This is an optimization exercise on Yosys and OpenROAD, whose aim is small area, a short achievable clock period and few clock cycles per item, not a production implementation. Where RTL was checked, it was by simulation tests only, not by an equivalence proof against the original. No activity file was given, so power comes from the tool's default toggle rates.

== the reference run ==
==> module slh_front, before the edit <==
module slh_front (
	input  logic        clk,
	input  logic        arst_n,
	input  logic        take,
	input  logic [1:0]  req_type,
	input  logic [39:0] bytes_sent,
	input  logic [31:0] launch_sec,
	input  logic [9:0]  launch_msec,
	input  logic [31:0] now_sec,
	input  logic [9:0]  now_msec,
	input  logic [1:0]  read_size_bin,
	input  logic [1:0]  read_time_bin,
	input  logic        cfg_we,
	input  logic [2:0]  cfg_index,
	input  logic [39:0] cfg_data,
	output logic        ent_valid,
	output logic [5:0]  ent,
	output logic [15:0] ent_oh     
);
	logic [39:0] size_lim_q [4];
	logic [31:0] time_lim_q [4];
	logic [3:0]  size_set_q;
	logic [3:0]  time_set_q;
	always_ff @(posedge clk or negedge arst_n) begin
		if (!arst_n) begin
			size_set_q <= '0;
			time_set_q <= '0;
		end else if (cfg_we) begin
			if (!cfg_index[2]) size_set_q[cfg_index[1:0]] <= 1'b1;
			else               time_set_q[cfg_index[1:0]] <= 1'b1;
		end
	end
	always_ff @(posedge clk) begin
		if (cfg_we) begin
			if (!cfg_index[2]) size_lim_q[cfg_index[1:0]] <= cfg_data;
			else               time_lim_q[cfg_index[1:0]] <= cfg_data[31:0];
		end
	end
	logic [3:0] size_le;
	for (genvar i = 0; i < 4; i++) begin : g_size
		slh_le #(.W(40)) u_le (.a(bytes_sent), .b(size_lim_q[i]), .le(size_le[i]));
	end
	logic        v0_q;
	logic [1:0]  typ0_q;
	logic [3:0]  rb0_q;
	logic [3:0]  hit0_q;
	logic [22:0] lo;
	logic [21:0] lo0_q;     
	logic        c0_q;      
	logic        dmp0_q;    
	logic [19:0] nowh0_q;   
	logic [19:0] lauh0_q;   
	slh_add #(.W(23)) u_lo (.a({1'b0, now_sec[11:0], now_msec}), .b({1'b0, ~launch_sec[11:0], ~launch_msec}),
		.ci(1'b1), .y(lo));
	always_ff @(posedge clk or negedge arst_n) begin
		if (!arst_n) v0_q <= 1'b0;
		else         v0_q <= take;
	end
	always_ff @(posedge clk) begin
		typ0_q <= req_type;
		rb0_q  <= {read_size_bin, read_time_bin};
		hit0_q <= ~size_set_q | size_le;
		lo0_q   <= lo[21:0];
		c0_q    <= lo[22];
		dmp0_q  <= now_msec >= launch_msec;
		nowh0_q <= now_sec[31:12];
		lauh0_q <= launch_sec[31:12];
	end
	logic [42:0] w;
	logic        far;
	logic [20:0] wh;
	slh_add #(.W(21)) u_wh (.a({1'b0, nowh0_q}), .b({1'b1, ~lauh0_q}), .ci(c0_q), .y(wh));
	assign w = {wh, lo0_q};
	assign far = !((&w[42:34]) || !(|w[42:34]));
	logic        v1_q;
	logic [1:0]  typ1_q;
	logic [3:0]  rb1_q;
	logic        sf1_q;
	logic [1:0]  ss1_q;
	logic [34:0] w1_q;
	logic        far1_q;
	logic        neg1_q;
	logic        dmp1_q;    
	always_ff @(posedge clk or negedge arst_n) begin
		if (!arst_n) v1_q <= 1'b0;
		else         v1_q <= v0_q;
	end
	always_ff @(posedge clk) begin
		typ1_q <= typ0_q;
		rb1_q  <= rb0_q;
		sf1_q  <= |hit0_q;
		ss1_q  <= hit0_q[0] ? 2'd0 : hit0_q[1] ? 2'd1 : hit0_q[2] ? 2'd2 : 2'd3;
		w1_q   <= w[34:0];
		far1_q <= far;
		neg1_q <= w[42];
		dmp1_q <= dmp0_q;
	end
	logic [34:0] el;
	logic        el_neg;
	logic        el_big;
	slh_el u_el (.w(w1_q), .dmp(dmp1_q), .el(el));
	assign el_neg = far1_q ? neg1_q : el[34];
	assign el_big = far1_q ? !neg1_q : (!el[34] && (el[33] || el[32]));
	logic        v2_q;
	logic [1:0]  typ2_q;
	logic [3:0]  rb2_q;
	logic        sf2_q;
	logic [1:0]  ss2_q;
	logic [31:0] el2_q;
	logic        neg2_q;
	logic        big2_q;
	always_ff @(posedge clk or negedge arst_n) begin
		if (!arst_n) v2_q <= 1'b0;
		else         v2_q <= v1_q;
	end
	always_ff @(posedge clk) begin
		typ2_q <= typ1_q;
		rb2_q  <= rb1_q;
		sf2_q  <= sf1_q;
		ss2_q  <= ss1_q;
		el2_q  <= el[31:0];
		neg2_q <= el_neg;
		big2_q <= el_big;
	end
	logic [3:0] time_le;
	logic [3:0] time_hit;
	logic       t_found;
	logic [1:0] t_sel;
	logic [3:0] t_oh;
	logic [15:0] rd_oh;
	logic [15:0] cnt_oh;
	for (genvar j = 0; j < 4; j++) begin : g_time
		slh_le #(.W(32)) u_le (.a(el2_q), .b(time_lim_q[j]), .le(time_le[j]));
	end
	always_comb begin
		for (int j = 0; j < 4; j++)
			time_hit[j] = neg2_q || (!big2_q && (!time_set_q[j] || time_le[j]));
	end
	logic        v3_q;
	logic [1:0]  typ3_q;
	logic [3:0]  rb3_q;
	logic        sf3_q;
	logic [1:0]  ss3_q;
	logic [3:0]  th3_q;
	always_ff @(posedge clk or negedge arst_n) begin
		if (!arst_n) v3_q <= 1'b0;
		else         v3_q <= v2_q;
	end
	always_ff @(posedge clk) begin
		typ3_q <= typ2_q;
		rb3_q  <= rb2_q;
		sf3_q  <= sf2_q;
		ss3_q  <= ss2_q;
		th3_q  <= time_hit;
	end
	always_comb begin
		t_found = |th3_q;
		t_sel   = th3_q[0] ? 2'd0 : th3_q[1] ? 2'd1 : th3_q[2] ? 2'd2 : 2'd3;
		t_oh    = th3_q & ~{th3_q[2:0], 1'b0} & ~{th3_q[1:0], 2'b0} & ~{th3_q[0], 3'b0};
		for (int i = 0; i < 16; i++) begin
			rd_oh[i]  = (rb3_q == 4'(i));
			cnt_oh[i] = (ss3_q == 2'(i / 4)) && t_oh[i % 4];
		end
		ent_oh = (typ3_q == slh_pkg::REQ_READ) ? rd_oh : cnt_oh;
		case (typ3_q)
			slh_pkg::REQ_RECORD: ent = (sf3_q && t_found) ? {slh_pkg::OP_COUNT, ss3_q, t_sel} :
				{slh_pkg::OP_EMPTY, 4'd0};
			slh_pkg::REQ_CLEAR:  ent = {slh_pkg::OP_CLEAR, 4'd0};
			slh_pkg::REQ_READ:   ent = {slh_pkg::OP_READ, rb3_q};
			default:             ent = {slh_pkg::OP_EMPTY, 4'd0};
		endcase
	end
	assign ent_valid = v3_q;
endmodule
==> module slh_el, before the edit <==
module slh_el (
	input  logic [34:0] w,
	input  logic        dmp,
	output logic [34:0] el
);
	logic [34:0] wh;
	logic [34:0] t1, t2, s, c;
	always_comb begin
		wh = {{10{w[34]}}, w[34:10]};
		t1 = {~wh[30:0], {4{dmp}}};
		t2 = {~wh[31:0], {3{dmp}}};
		s  = w ^ t1 ^ t2;
		c  = {(w[33:0] & t1[33:0]) | (w[33:0] & t2[33:0]) | (t1[33:0] & t2[33:0]), dmp};
	end
	slh_add #(.W(35)) u_add (.a(s), .b(c), .ci(dmp), .y(el));
endmodule
make LEC_CHECK=0 CAP_MARGIN=20 CORE_MARGIN=2 CORE_UTILIZATION=55 CTS_BUF_LIST='sky130_fd_sc_hd__clkbuf_4 sky130_fd_sc_hd__clkbuf_8' CTS_CLUSTER_SIZE=24 SETUP_SLACK_MARGIN=5 SLEW_MARGIN=20 SYNTH_HIERARCHICAL=1 SYNTH_MINIMUM_KEEP_SIZE=0 finish   # period 8.0 ns
run.sh (not shown) runs the stock make flow with config.mk's settings and CLKGATE_MAP_FILE= SYNTH_SCRIPT=/design/flow/synth_recipe.tcl, a recipe that flattens the netlist after the stock synthesis.
Changes in the trial run relative to the reference run:
diff --git a/flow/design.v b/flow/design.v
--- a/flow/design.v
+++ b/flow/design.v
@@ -149,13 +149,17 @@
 	logic [20:0] wh;
 	slh_add #(.W(21)) u_wh (.a({1'b0, nowh0_q}), .b({1'b1, ~lauh0_q}), .ci(c0_q), .y(wh));
 	assign w = {wh, lo0_q};
+	slh_elcs u_elcs (.w(w[34:0]), .dmp(dmp0_q), .s(es), .c(ec));
 	assign far = !((&w[42:34]) || !(|w[42:34]));
 	logic        v1_q;
 	logic [1:0]  typ1_q;
 	logic [3:0]  rb1_q;
 	logic        sf1_q;
 	logic [1:0]  ss1_q;
-	logic [34:0] w1_q;
+	logic [34:0] es1_q;     
+	logic [34:1] ec1_q;     
+	logic [34:0] es;
+	logic [34:0] ec;
 	logic        far1_q;
 	logic        neg1_q;
 	logic        dmp1_q;    
@@ -168,7 +172,8 @@
 		rb1_q  <= rb0_q;
 		sf1_q  <= |hit0_q;
 		ss1_q  <= hit0_q[0] ? 2'd0 : hit0_q[1] ? 2'd1 : hit0_q[2] ? 2'd2 : 2'd3;
-		w1_q   <= w[34:0];
+		es1_q  <= es;
+		ec1_q  <= ec[34:1];
 		far1_q <= far;
 		neg1_q <= w[42];
 		dmp1_q <= dmp0_q;
@@ -176,7 +181,7 @@
 	logic [34:0] el;
 	logic        el_neg;
 	logic        el_big;
-	slh_el u_el (.w(w1_q), .dmp(dmp1_q), .el(el));
+	slh_add #(.W(35)) u_el (.a(es1_q), .b({ec1_q, dmp1_q}), .ci(dmp1_q), .y(el));
 	assign el_neg = far1_q ? neg1_q : el[34];
 	assign el_big = far1_q ? !neg1_q : (!el[34] && (el[33] || el[32]));
 	logic        v2_q;
@@ -250,13 +255,14 @@
 	end
 	assign ent_valid = v3_q;
 endmodule
-module slh_el (
+module slh_elcs (
 	input  logic [34:0] w,
 	input  logic        dmp,
-	output logic [34:0] el
+	output logic [34:0] s,
+	output logic [34:0] c
 );
 	logic [34:0] wh;
-	logic [34:0] t1, t2, s, c;
+	logic [34:0] t1, t2;
 	always_comb begin
 		wh = {{10{w[34]}}, w[34:10]};
 		t1 = {~wh[30:0], {4{dmp}}};
@@ -264,7 +270,6 @@
 		s  = w ^ t1 ^ t2;
 		c  = {(w[33:0] & t1[33:0]) | (w[33:0] & t2[33:0]) | (t1[33:0] & t2[33:0]), dmp};
 	end
-	slh_add #(.W(35)) u_add (.a(s), .b(c), .ci(dmp), .y(el));
 endmodule
 module slh_queue (
 	input  logic       clk,
### Flow results
- The trial run vs. the reference run: placement-stage worst setup slack now smaller; initial standard-cell utilization of the core comparable; setup slack now larger.
- Of the reference run and the trial run, the run reporting the higher sink count of the clock tree was the trial run.
- Antenna diode count in the trial run is 2 above the reference run.
- The trial run — register fraction of the total cell area 1.2 points higher, the reference run as reference
- Comparing fraction of layout instances using a drive strength above 1 for the reference run and the trial run, the smaller number came from the trial run.
- Compared with the reference run, in the trial run switching share of total power down 1.2 points, power share of the sequential group increased 2.6 points, share of cell area taken by multi-input logic gates shows a reduction of 1.1 points.
- The total power consumption of the routed design of the trial run falls short of that of the reference run by about 1.8%.
- Sort the reference run and the trial run by sequential power, descending, and the trial run comes first.
- The number of filler cells placed in the layout of the trial run exceeds that of the reference run by 224.
Testbench counts of the trial run, summed over its fixed seeds: cycles 32,048, items 32,000.
The RTL of the reference run was laid out without a check of its function.

## re-timing with driven ports
How much do the figures lean on ideal ports? The routed layouts below were timed once more, with nothing changed but the port constraints.
Step 1 (the two cells are an assumption about what drives the block):
set clk [get_ports {clk}]
set_driving_cell -lib_cell sky130_fd_sc_hd__clkbuf_16 $clk
set_driving_cell -lib_cell sky130_fd_sc_hd__buf_2 [delete_from_list [all_inputs] $clk]
Step 2 adds t to the input delays and takes it off the output delays; t is the mean of the earliest and latest rising clock arrival at the registers after step 1. Input paths then give back, and output paths get back, about the clock's delay inside the block.
a / b / c = ideal ports / drivers / drivers and shift; a / b = the first two.
run	t (ns)	slack for setup (ns)	pins driven straight from the clock port
the reference run	0.815	4.778 / 4.778 / 4.231	1
the trial run	0.821	4.999 / 4.983 / 4.250	1
After both steps setup and hold are still met in every run listed. The setup slack of the trial run, which loses most, moves by -0.016 ns with the drivers and by -0.749 ns with both steps.
